Background: an optimization exercise with open tools, aiming at small area. Do not read the settings as production practice.
Function was checked by simulation only, so behaviour that the tests miss may differ from the original.
No activity file was given, so power comes from the tool's default toggle rates.

**design/flow/run.sh**
```bash
#!/bin/bash
# synth_recipe.tcl (not shown) runs the flow's synth.tcl, then flattens the netlist and writes it again
# the make line also repeats each setting of config.mk as NAME=value (left out here)
make -C /OpenROAD-flow-scripts/flow DESIGN_CONFIG=/design/flow/config.mk WORK_HOME=/design/flow/orfs CLKGATE_MAP_FILE= SYNTH_SCRIPT=/design/flow/synth_recipe.tcl finish
```
**design/flow/config.mk**
```make
export PLATFORM = sky130hd
export DESIGN_NAME = qcircuit_top
export DESIGN_NICKNAME = qcircuit_top
export VERILOG_FILES = /design/flow/design.v
export SDC_FILE = /design/flow/constraint.sdc
export NUM_CORES = 4
export LEC_CHECK = 0
export CAP_MARGIN = 20
export CORE_MARGIN = 2
export CORE_UTILIZATION = 40
export SLEW_MARGIN = 20
```
**design/flow/constraint.sdc**
```tcl
create_clock -name core_clock -period 8.0 [get_ports {BTNC}]
set_input_delay 1.6000 -clock core_clock [delete_from_list [all_inputs] [get_ports {BTNC}]]
set_output_delay 1.6000 -clock core_clock [all_outputs]
set_load 0.01 [all_outputs]
```
**design/flow/design.v**
```verilog
`default_nettype none
package qgate_pkg;
	typedef logic [4:0] tile_t;  
	typedef logic [8:0] prob_t;  
	localparam tile_t TILE_FIRST = 5'd1;
	localparam tile_t ROW_LEN = 5'd8;
	localparam tile_t GATE_LAST = 5'd16;
	localparam tile_t TILE_RUN = 5'd17;
	localparam tile_t TILE_CLEAR = 5'd18;
	typedef enum logic [1:0] {
		TK_GATE,
		TK_RUN,
		TK_CLEAR
	} tile_kind_t;
	typedef enum logic {
		Q_A,  
		Q_B
	} qubit_t;
	typedef enum logic {
		BUILDING,
		DONE
	} build_state_t;
	localparam int REG_ADDR_W = 5;
	localparam int DATA_W = 32;
	localparam logic [REG_ADDR_W-1:0] RUN_REG = 5'd6;
	localparam logic [DATA_W-1:0] RUN_CODE = 32'd999;
	localparam prob_t PROB_ZERO = 9'd0;
	localparam prob_t PROB_HALF = 9'd50;
	localparam prob_t PROB_FULL = 9'd100;
endpackage
`default_nettype wire
`default_nettype none
`timescale 1ns/1ns
module cursor_nav (
	input wire logic BTNC,
	input wire logic CPU_RESETN,
	input wire logic btn_r,
	input wire logic btn_l,
	input wire logic btn_u,
	input wire logic btn_d,
	output qgate_pkg::tile_t cursor
);
	localparam qgate_pkg::tile_t ROW2_FIRST = qgate_pkg::ROW_LEN + 5'd1;  
	localparam qgate_pkg::tile_t UP_FROM_RUN = 5'd10;
	localparam qgate_pkg::tile_t UP_FROM_CLEAR = 5'd15;
	localparam qgate_pkg::tile_t ROW2_SPLIT = 5'd12;  
	qgate_pkg::tile_t cursor_nxt;
	logic in_row1;
	logic in_row2;
	assign in_row1 = (cursor >= qgate_pkg::TILE_FIRST) && (cursor <= qgate_pkg::ROW_LEN);
	assign in_row2 = (cursor >= ROW2_FIRST) && (cursor <= qgate_pkg::GATE_LAST);
	always_comb begin
		cursor_nxt = cursor;  
		if (btn_r) begin
			if (cursor == qgate_pkg::ROW_LEN)
				cursor_nxt = qgate_pkg::TILE_FIRST;
			else if (cursor == qgate_pkg::GATE_LAST)
				cursor_nxt = ROW2_FIRST;
			else if (cursor == qgate_pkg::TILE_CLEAR)
				cursor_nxt = qgate_pkg::TILE_RUN;
			else
				cursor_nxt = cursor + 5'd1;
		end else if (btn_l) begin
			if (cursor == qgate_pkg::TILE_FIRST)
				cursor_nxt = qgate_pkg::ROW_LEN;
			else if (cursor == ROW2_FIRST)
				cursor_nxt = qgate_pkg::GATE_LAST;
			else if (cursor == qgate_pkg::TILE_RUN)
				cursor_nxt = qgate_pkg::TILE_CLEAR;
			else
				cursor_nxt = cursor - 5'd1;
		end else if (btn_u) begin
			if (cursor == qgate_pkg::TILE_RUN)
				cursor_nxt = UP_FROM_RUN;
			else if (cursor == qgate_pkg::TILE_CLEAR)
				cursor_nxt = UP_FROM_CLEAR;
			else if (in_row2)
				cursor_nxt = cursor - qgate_pkg::ROW_LEN;
		end else if (btn_d) begin
			if (in_row2)
				cursor_nxt = (cursor <= ROW2_SPLIT) ? qgate_pkg::TILE_RUN : qgate_pkg::TILE_CLEAR;
			else if (in_row1)
				cursor_nxt = cursor + qgate_pkg::ROW_LEN;
		end
	end
	always_ff @(posedge BTNC) begin
		if (!CPU_RESETN)
			cursor <= qgate_pkg::TILE_FIRST;
		else
			cursor <= cursor_nxt;
	end
endmodule
`default_nettype wire
`default_nettype none
`timescale 1ns/1ns
module circuit_recorder #(
	parameter int NUM_SLOTS = 5
) (
	input wire logic BTNC,
	input wire logic CPU_RESETN,
	input wire logic btn_select,
	input wire qgate_pkg::tile_t cursor,
	output logic [3:0] gate_count,
	output qgate_pkg::prob_t prob_a,
	output qgate_pkg::prob_t prob_b,
	output logic done,
	output logic bld_we,
	output logic [qgate_pkg::REG_ADDR_W-1:0] bld_waddr,
	output logic [qgate_pkg::DATA_W-1:0] bld_wdata
);
	localparam int SLOT_W = (NUM_SLOTS > 1) ? $clog2(NUM_SLOTS) : 1;
	localparam logic [3:0] SLOT_MAX = 4'(NUM_SLOTS);
	qgate_pkg::tile_t slots [NUM_SLOTS];
	qgate_pkg::build_state_t state;
	qgate_pkg::tile_kind_t tile_kind;
	qgate_pkg::qubit_t qubit;
	qgate_pkg::prob_t prob_sel;
	qgate_pkg::tile_t tile_ofs;
	logic [SLOT_W-1:0] wr_slot;  
	logic wr_run;  
	assign tile_ofs = cursor - qgate_pkg::TILE_FIRST;  
	always_comb begin
		if (cursor == qgate_pkg::TILE_RUN)
			tile_kind = qgate_pkg::TK_RUN;
		else if (cursor == qgate_pkg::TILE_CLEAR)
			tile_kind = qgate_pkg::TK_CLEAR;
		else
			tile_kind = qgate_pkg::TK_GATE;
		qubit = tile_ofs[2] ? qgate_pkg::Q_B : qgate_pkg::Q_A;  
		case (tile_ofs[1:0])
			2'd2: prob_sel = qgate_pkg::PROB_ZERO;
			2'd3: prob_sel = qgate_pkg::PROB_HALF;
			default: prob_sel = qgate_pkg::PROB_FULL;
		endcase
	end
	always_ff @(posedge BTNC) begin
		if (!CPU_RESETN) begin
			state <= qgate_pkg::BUILDING;
			gate_count <= '0;
			prob_a <= qgate_pkg::PROB_ZERO;
			prob_b <= qgate_pkg::PROB_ZERO;
			bld_we <= 1'b0;
			wr_run <= 1'b0;
			wr_slot <= '0;
			for (int i = 0; i < NUM_SLOTS; i++)
				slots[i] <= '0;
		end else begin
			bld_we <= 1'b0;  
			if (btn_select) begin
				case (tile_kind)
					qgate_pkg::TK_CLEAR: begin
						gate_count <= '0;
						prob_a <= qgate_pkg::PROB_ZERO;
						prob_b <= qgate_pkg::PROB_ZERO;
						for (int i = 0; i < NUM_SLOTS; i++)
							slots[i] <= '0;
					end
					qgate_pkg::TK_RUN: begin
						if (state == qgate_pkg::BUILDING) begin
							state <= qgate_pkg::DONE;
							bld_we <= 1'b1;
							wr_run <= 1'b1;
						end
					end
					default: begin
						if (state == qgate_pkg::BUILDING && gate_count < SLOT_MAX) begin
							slots[gate_count[SLOT_W-1:0]] <= cursor;
							wr_slot <= gate_count[SLOT_W-1:0];
							wr_run <= 1'b0;
							bld_we <= 1'b1;
							gate_count <= gate_count + 4'd1;
							if (gate_count < 4'd2) begin
								if (qubit == qgate_pkg::Q_A)
									prob_a <= prob_sel;
								else
									prob_b <= prob_sel;
							end
						end
					end
				endcase
			end
		end
	end
	assign done = (state == qgate_pkg::DONE);
	assign bld_waddr = wr_run ? qgate_pkg::RUN_REG : qgate_pkg::REG_ADDR_W'(wr_slot);
	assign bld_wdata = wr_run ? qgate_pkg::RUN_CODE : qgate_pkg::DATA_W'(slots[wr_slot]);
endmodule
`default_nettype wire
`default_nettype none
`timescale 1ns/1ns
module regfile_arbiter (
	input wire logic BTNC,
	input wire logic CPU_RESETN,
	input wire logic bld_we,
	input wire logic [qgate_pkg::REG_ADDR_W-1:0] bld_waddr,
	input wire logic [qgate_pkg::DATA_W-1:0] bld_wdata,
	input wire logic cpu_we,
	input wire logic [qgate_pkg::REG_ADDR_W-1:0] cpu_waddr,
	input wire logic [qgate_pkg::DATA_W-1:0] cpu_wdata,
	input wire logic done,
	output logic rf_we,
	output logic [qgate_pkg::REG_ADDR_W-1:0] rf_waddr,
	output logic [qgate_pkg::DATA_W-1:0] rf_wdata,
	output logic [15:0] led
);
	logic grant_bld;
	logic grant_cpu;
	logic [4:0] led_addr;
	logic [4:0] led_data;
	assign grant_bld = bld_we;
	assign grant_cpu = cpu_we && !bld_we;
	assign rf_we = grant_bld || grant_cpu;
	assign rf_waddr = grant_bld ? bld_waddr : cpu_waddr;
	assign rf_wdata = grant_bld ? bld_wdata : cpu_wdata;
	always_ff @(posedge BTNC) begin
		if (!CPU_RESETN) begin
			led_addr <= '0;
			led_data <= '0;
		end else if (rf_we) begin
			led_addr <= rf_waddr;
			led_data <= rf_wdata[4:0];
		end
	end
	assign led = {done, 5'b0, led_data, led_addr};
endmodule
`default_nettype wire
`default_nettype none
`timescale 1ns/1ns
module regfile #(
	parameter int REG_COUNT = 32
) (
	input wire logic BTNC,
	input wire logic CPU_RESETN,
	input wire logic rf_we,
	input wire logic [qgate_pkg::REG_ADDR_W-1:0] rf_waddr,
	input wire logic [qgate_pkg::DATA_W-1:0] rf_wdata,
	input wire logic [qgate_pkg::REG_ADDR_W-1:0] cpu_raddr_a,
	input wire logic [qgate_pkg::REG_ADDR_W-1:0] cpu_raddr_b,
	output logic [qgate_pkg::DATA_W-1:0] rdata_a,
	output logic [qgate_pkg::DATA_W-1:0] rdata_b
);
	logic [qgate_pkg::DATA_W-1:0] regs [REG_COUNT];
	logic wr_ok;
	assign wr_ok = rf_we && (rf_waddr != '0);  
	always_ff @(posedge BTNC) begin
		if (!CPU_RESETN) begin
			for (int i = 0; i < REG_COUNT; i++)
				regs[i] <= '0;
		end else if (wr_ok) begin
			regs[rf_waddr] <= rf_wdata;
		end
	end
	assign rdata_a = regs[cpu_raddr_a];
	assign rdata_b = regs[cpu_raddr_b];
endmodule
`default_nettype wire
`default_nettype none
`timescale 1ns/1ns
module qcircuit_top #(
	parameter int NUM_SLOTS = 5,
	parameter int REG_COUNT = 32
) (
	input wire logic BTNC,
	input wire logic CPU_RESETN,
	input wire logic btn_r,
	input wire logic btn_l,
	input wire logic btn_u,
	input wire logic btn_d,
	input wire logic btn_select,
	input wire logic cpu_we,  
	input wire logic [qgate_pkg::REG_ADDR_W-1:0] cpu_waddr,
	input wire logic [qgate_pkg::DATA_W-1:0] cpu_wdata,
	input wire logic [qgate_pkg::REG_ADDR_W-1:0] cpu_raddr_a,
	input wire logic [qgate_pkg::REG_ADDR_W-1:0] cpu_raddr_b,
	output qgate_pkg::tile_t cursor,
	output logic [3:0] gate_count,
	output qgate_pkg::prob_t prob_a,
	output qgate_pkg::prob_t prob_b,
	output logic done,
	output logic [15:0] led,
	output logic [qgate_pkg::DATA_W-1:0] rdata_a,
	output logic [qgate_pkg::DATA_W-1:0] rdata_b
);
	logic bld_we;
	logic [qgate_pkg::REG_ADDR_W-1:0] bld_waddr;
	logic [qgate_pkg::DATA_W-1:0] bld_wdata;
	logic rf_we;
	logic [qgate_pkg::REG_ADDR_W-1:0] rf_waddr;
	logic [qgate_pkg::DATA_W-1:0] rf_wdata;
	cursor_nav nav0 (
		.BTNC(BTNC),
		.CPU_RESETN(CPU_RESETN),
		.btn_r(btn_r),
		.btn_l(btn_l),
		.btn_u(btn_u),
		.btn_d(btn_d),
		.cursor(cursor)
	);
	circuit_recorder #(.NUM_SLOTS(NUM_SLOTS)) rec0 (
		.BTNC(BTNC),
		.CPU_RESETN(CPU_RESETN),
		.btn_select(btn_select),
		.cursor(cursor),
		.gate_count(gate_count),
		.prob_a(prob_a),
		.prob_b(prob_b),
		.done(done),
		.bld_we(bld_we),
		.bld_waddr(bld_waddr),
		.bld_wdata(bld_wdata)
	);
	regfile_arbiter arb0 (
		.BTNC(BTNC),
		.CPU_RESETN(CPU_RESETN),
		.bld_we(bld_we),
		.bld_waddr(bld_waddr),
		.bld_wdata(bld_wdata),
		.cpu_we(cpu_we),
		.cpu_waddr(cpu_waddr),
		.cpu_wdata(cpu_wdata),
		.done(done),
		.rf_we(rf_we),
		.rf_waddr(rf_waddr),
		.rf_wdata(rf_wdata),
		.led(led)
	);
	regfile #(.REG_COUNT(REG_COUNT)) rf0 (
		.BTNC(BTNC),
		.CPU_RESETN(CPU_RESETN),
		.rf_we(rf_we),
		.rf_waddr(rf_waddr),
		.rf_wdata(rf_wdata),
		.cpu_raddr_a(cpu_raddr_a),
		.cpu_raddr_b(cpu_raddr_b),
		.rdata_a(rdata_a),
		.rdata_b(rdata_b)
	);
endmodule
`default_nettype wire
```
==> results.json <==
{
  "grt_pass1_vias": 35500,
  "drtIter0Drc": 5562,
  "crit_arrival_ns": 4.68,
  "period_minus_slack_ns": 6.28,
  "hold_slack_ns": 0.480,
  "worst_slew_pin_slew_ns": 1.25,
  "clock_skew_ns": 0.0256,
  "areaGrowthSynthToFinish_pct": 13.6,
  "finalMaxSlewViolations": 0,
  "ant_nets": 0,
  "yosysWarnings": 4,
  "clk_latency_ns": 0.75,
  "totalWireLength_um": 194000,
  "grt_max_degree": 93,
  "peakVddDrop_mv": 0.181,
  "vias": 35400,
  "path_class": "in2out",
  "dieArea_um2": 142000,
  "antenna_found_initial": 3,
  "rsz0062_at_grt": "no",
  "die_h_um": 376,
  "firstDrtPassIters": 6,
  "wl_per_cell_um": 35.3,
  "gp_congestion": 0.806,
  "startpoint_type": "input pin",
  "num_rows": 136,
  "cts_sinks": 1098,
  "p_leak_nw": 21.2,
  "hp-class": "reg2reg",
  "cts_repair_resize_count": 0,
  "fin_tns_setup_ns": 0,
  "vias_per_cell": 6.46,
  "post_dp_cell_area_um2": 59000,
  "status": "no timing/DRC/antenna violations",
  "hpwl_um": 104000,
  "grt_pass1_wl_um": 272000,
  "cp.required_ns": 6.40,
  "syn_area_per_cell_um2": 15.6,
  "drive_gt1_share_pct": 30.1,
  "fin_util_pct": 45.8,
  "end_kind": "primary output",
  "yosysSeqAreaShare_pct": 58.9,
  "nets": 3661,
  "initial_core_util_pct": 40.3,
  "hold_buffers": 0,
  "die_w_um": 376,
  "synthFlopType": "edfxtp_1",
  "track_usage_pct": 27.4,
  "drc_errors": 0,
  "cts_buffer_depth": 3,
  "final_cell_mix": "1,064 x edfxtp_1, 1,031 x nor2_1, 650 x mux4_2",
  "final_common_cell": "edfxtp_1",
  "cts_buffers": 115,
  "report.final.hold_viol_count": 0,
  "drv_cap": 0,
  "clock_tree.root_cell": "clkbuf_16",
  "syn_inst": 3554,
  "htree_levels": 3,
  "synth_cell_types": 57,
  "synth-edff-count": 1064,
  "design_area_um2": 63000,
  "grt_overflow_total": 0,
  "relSlewSlack_pct": 16.6,
  "fillers": 11800,
  "cts_tree": "yes",
  "netlist_area_um2": 55400,
  "fmax_ghz": 0.159,
  "core-area_um2": 137000,
  "crit_fanout": 56,
  "cts_setup_buffers": 0,
  "setup_viol": 0,
  "top_level_ports": 163,
  "p_per_area_nw_per_um2": 226,
  "async_flop_share_pct": 0,
  "ys_ff_latch": 1098,
  "portBuffers": 149,
  "fin_crit_sh_pct": 78.5,
  "clk_pin_slew_ns": 0.06
}
power breakdown:
group	total (mW)	switching (mW)	leakage, nW	internal, mW
Combinational	1.85	1.05	8.08	0.799
Sequential	6.69	0.146	11.2	6.55
Clock	5.68	2.39	1.91	3.29
final timing paths:
path / slack [ns] / from / cells after the start / end
setup reg to reg: 3.39 / rec0.bld_we$_SDFF_PN0_ / 8 / rf0.regs[27][12]$_SDFFCE_PN0P_
setup / recovery: 1.72 / cpu_raddr_a[0] / 6 / rdata_a[3]
hold reg to reg: 0.48 / rec0.prob_a[2]$_SDFFE_PN0P_ / 2 / rec0.prob_a[2]$_SDFFE_PN0P_
hold / removal: 0.48 / rec0.prob_a[2]$_SDFFE_PN0P_ / 2 / rec0.prob_a[2]$_SDFFE_PN0P_
layer usage:
layer	part of all wire, %	routed length, um	track usage [%]
met4	4.5	8800	11.4
met2	47	90500	42.9
met5	0	0	0
met1	37	72500	37.9
met3	11	21700	5.13
sequential cells by signal, summed over array words and instances (netlist names), 3 cells and up, named ones only:
register,flops
arb0.led_data,5
nav0.cursor,5
rf0.regs,1024
rec0.gate_count,4
rec0.slots,40
rec0.prob_b,3
rec0.wr_slot,3
rec0.prob_a,3
arb0.led_addr,5
final cells by class:
class	count	area [um^2]	area share [%]
Antenna cell	1	2.50	0.00397
Clock buffer	132	2940	4.67
Clock inverter	82	996	1.58
Inverter	15	57.6	0.0914
Multi-Input combinational cell	2098	21500	34.1
Sequential cell	1098	32600	51.8
Tap cell	1794	2240	3.56
Timing Repair Buffer	269	2640	4.19
cell usage after synthesis (3+ instances only):
| cell | count | area (um^2) |
|---|---|---|
| ha_1 | 9 | 113 |
| clkbuf_1 | 273 | 1020 |
| mux2i_1 | 13 | 130 |
| buf_2 | 25 | 125 |
| nand2_1 | 109 | 409 |
| a31oi_1 | 5 | 31.3 |
| nor2b_1 | 5 | 31.3 |
| o211ai_1 | 3 | 22.5 |
| buf_6 | 11 | 124 |
| inv_1 | 12 | 45.0 |
| nor2_1 | 1031 | 3870 |
| a21oi_1 | 28 | 140 |
| a22oi_1 | 3 | 22.5 |
| edfxtp_1 | 1064 | 32000 |
| nand2b_1 | 12 | 75.1 |
| nor3b_1 | 4 | 30.0 |
| nor4_1 | 20 | 125 |
| dfxtp_1 | 34 | 681 |
| nor3_1 | 15 | 75.1 |
| mux4_2 | 650 | 14600 |
| buf_4 | 43 | 323 |
| o21a_1 | 3 | 22.5 |
| mux2_2 | 66 | 743 |
| o31ai_1 | 7 | 52.6 |
| and3_1 | 3 | 18.8 |
| nand3_1 | 10 | 50.1 |
| buf_1 | 35 | 131 |
| o21ai_0 | 20 | 100 |
critical path, cell delays in order:
cell	delay [ns]
buf_8	0.55
buf_12	0.42
mux4_2	0.56
mux4_2	0.52
mux2_2	0.36
clkdlybuf4s50_1	0.52
stage by stage:
step / total power [mW] / worst slack [ns] / cells
after floorplan: 7.90 / 3.00 / 3598
after global placement: 8.63 / 1.55 / 5270
after detailed placement: 8.64 / 1.73 / 5271
after CTS: 14.3 / 1.72 / 5485
after global routing: 14.6 / 1.62 / 5488
final: 14.2 / 1.72 / 5489
logic make-up (layout without fill, tap and decap cells):
logic type / after synthesis / after routing / synth area share (%)
xor+xnor: 3 / 3 / 0.0474
mux: 729 / 729 / 28.0
other cells: 1 / 46 / 0.00676
simple gates: 1222 / 1222 / 8.64
fa+ha+maj: 9 / 9 / 0.203
compound gates: 90 / 90 / 1.05
buf+inv: 402 / 498 / 3.22
flops: 1098 / 1098 / 58.9

-- separate check: timing with driven ports --
Ports are ideal in the flow. The routed layout listed here was re-timed in OpenROAD.
Step 1 (the two cells are an assumption about what drives the block):
set clk [get_ports {BTNC}]
set_driving_cell -lib_cell sky130_fd_sc_hd__clkbuf_16 $clk
set_driving_cell -lib_cell sky130_fd_sc_hd__buf_2 [delete_from_list [all_inputs] $clk]
Step 2 times the ports against the registers' clock, not the clock port: input delays grow and output delays shrink by t, the midpoint of the rising clock arrivals with the driver on.
Slacks: ideal ports / drivers / drivers and shift; pairs: ideal ports / drivers.
t, ns: 0.820
slack for setup (ns): 1.718 / 1.658 / 1.658
worst slew at a driven data input, ns: 0.07
After both steps setup and hold are still met in this run. The setup slack of this run moves by -0.060 ns with the drivers and by -0.060 ns with both steps.
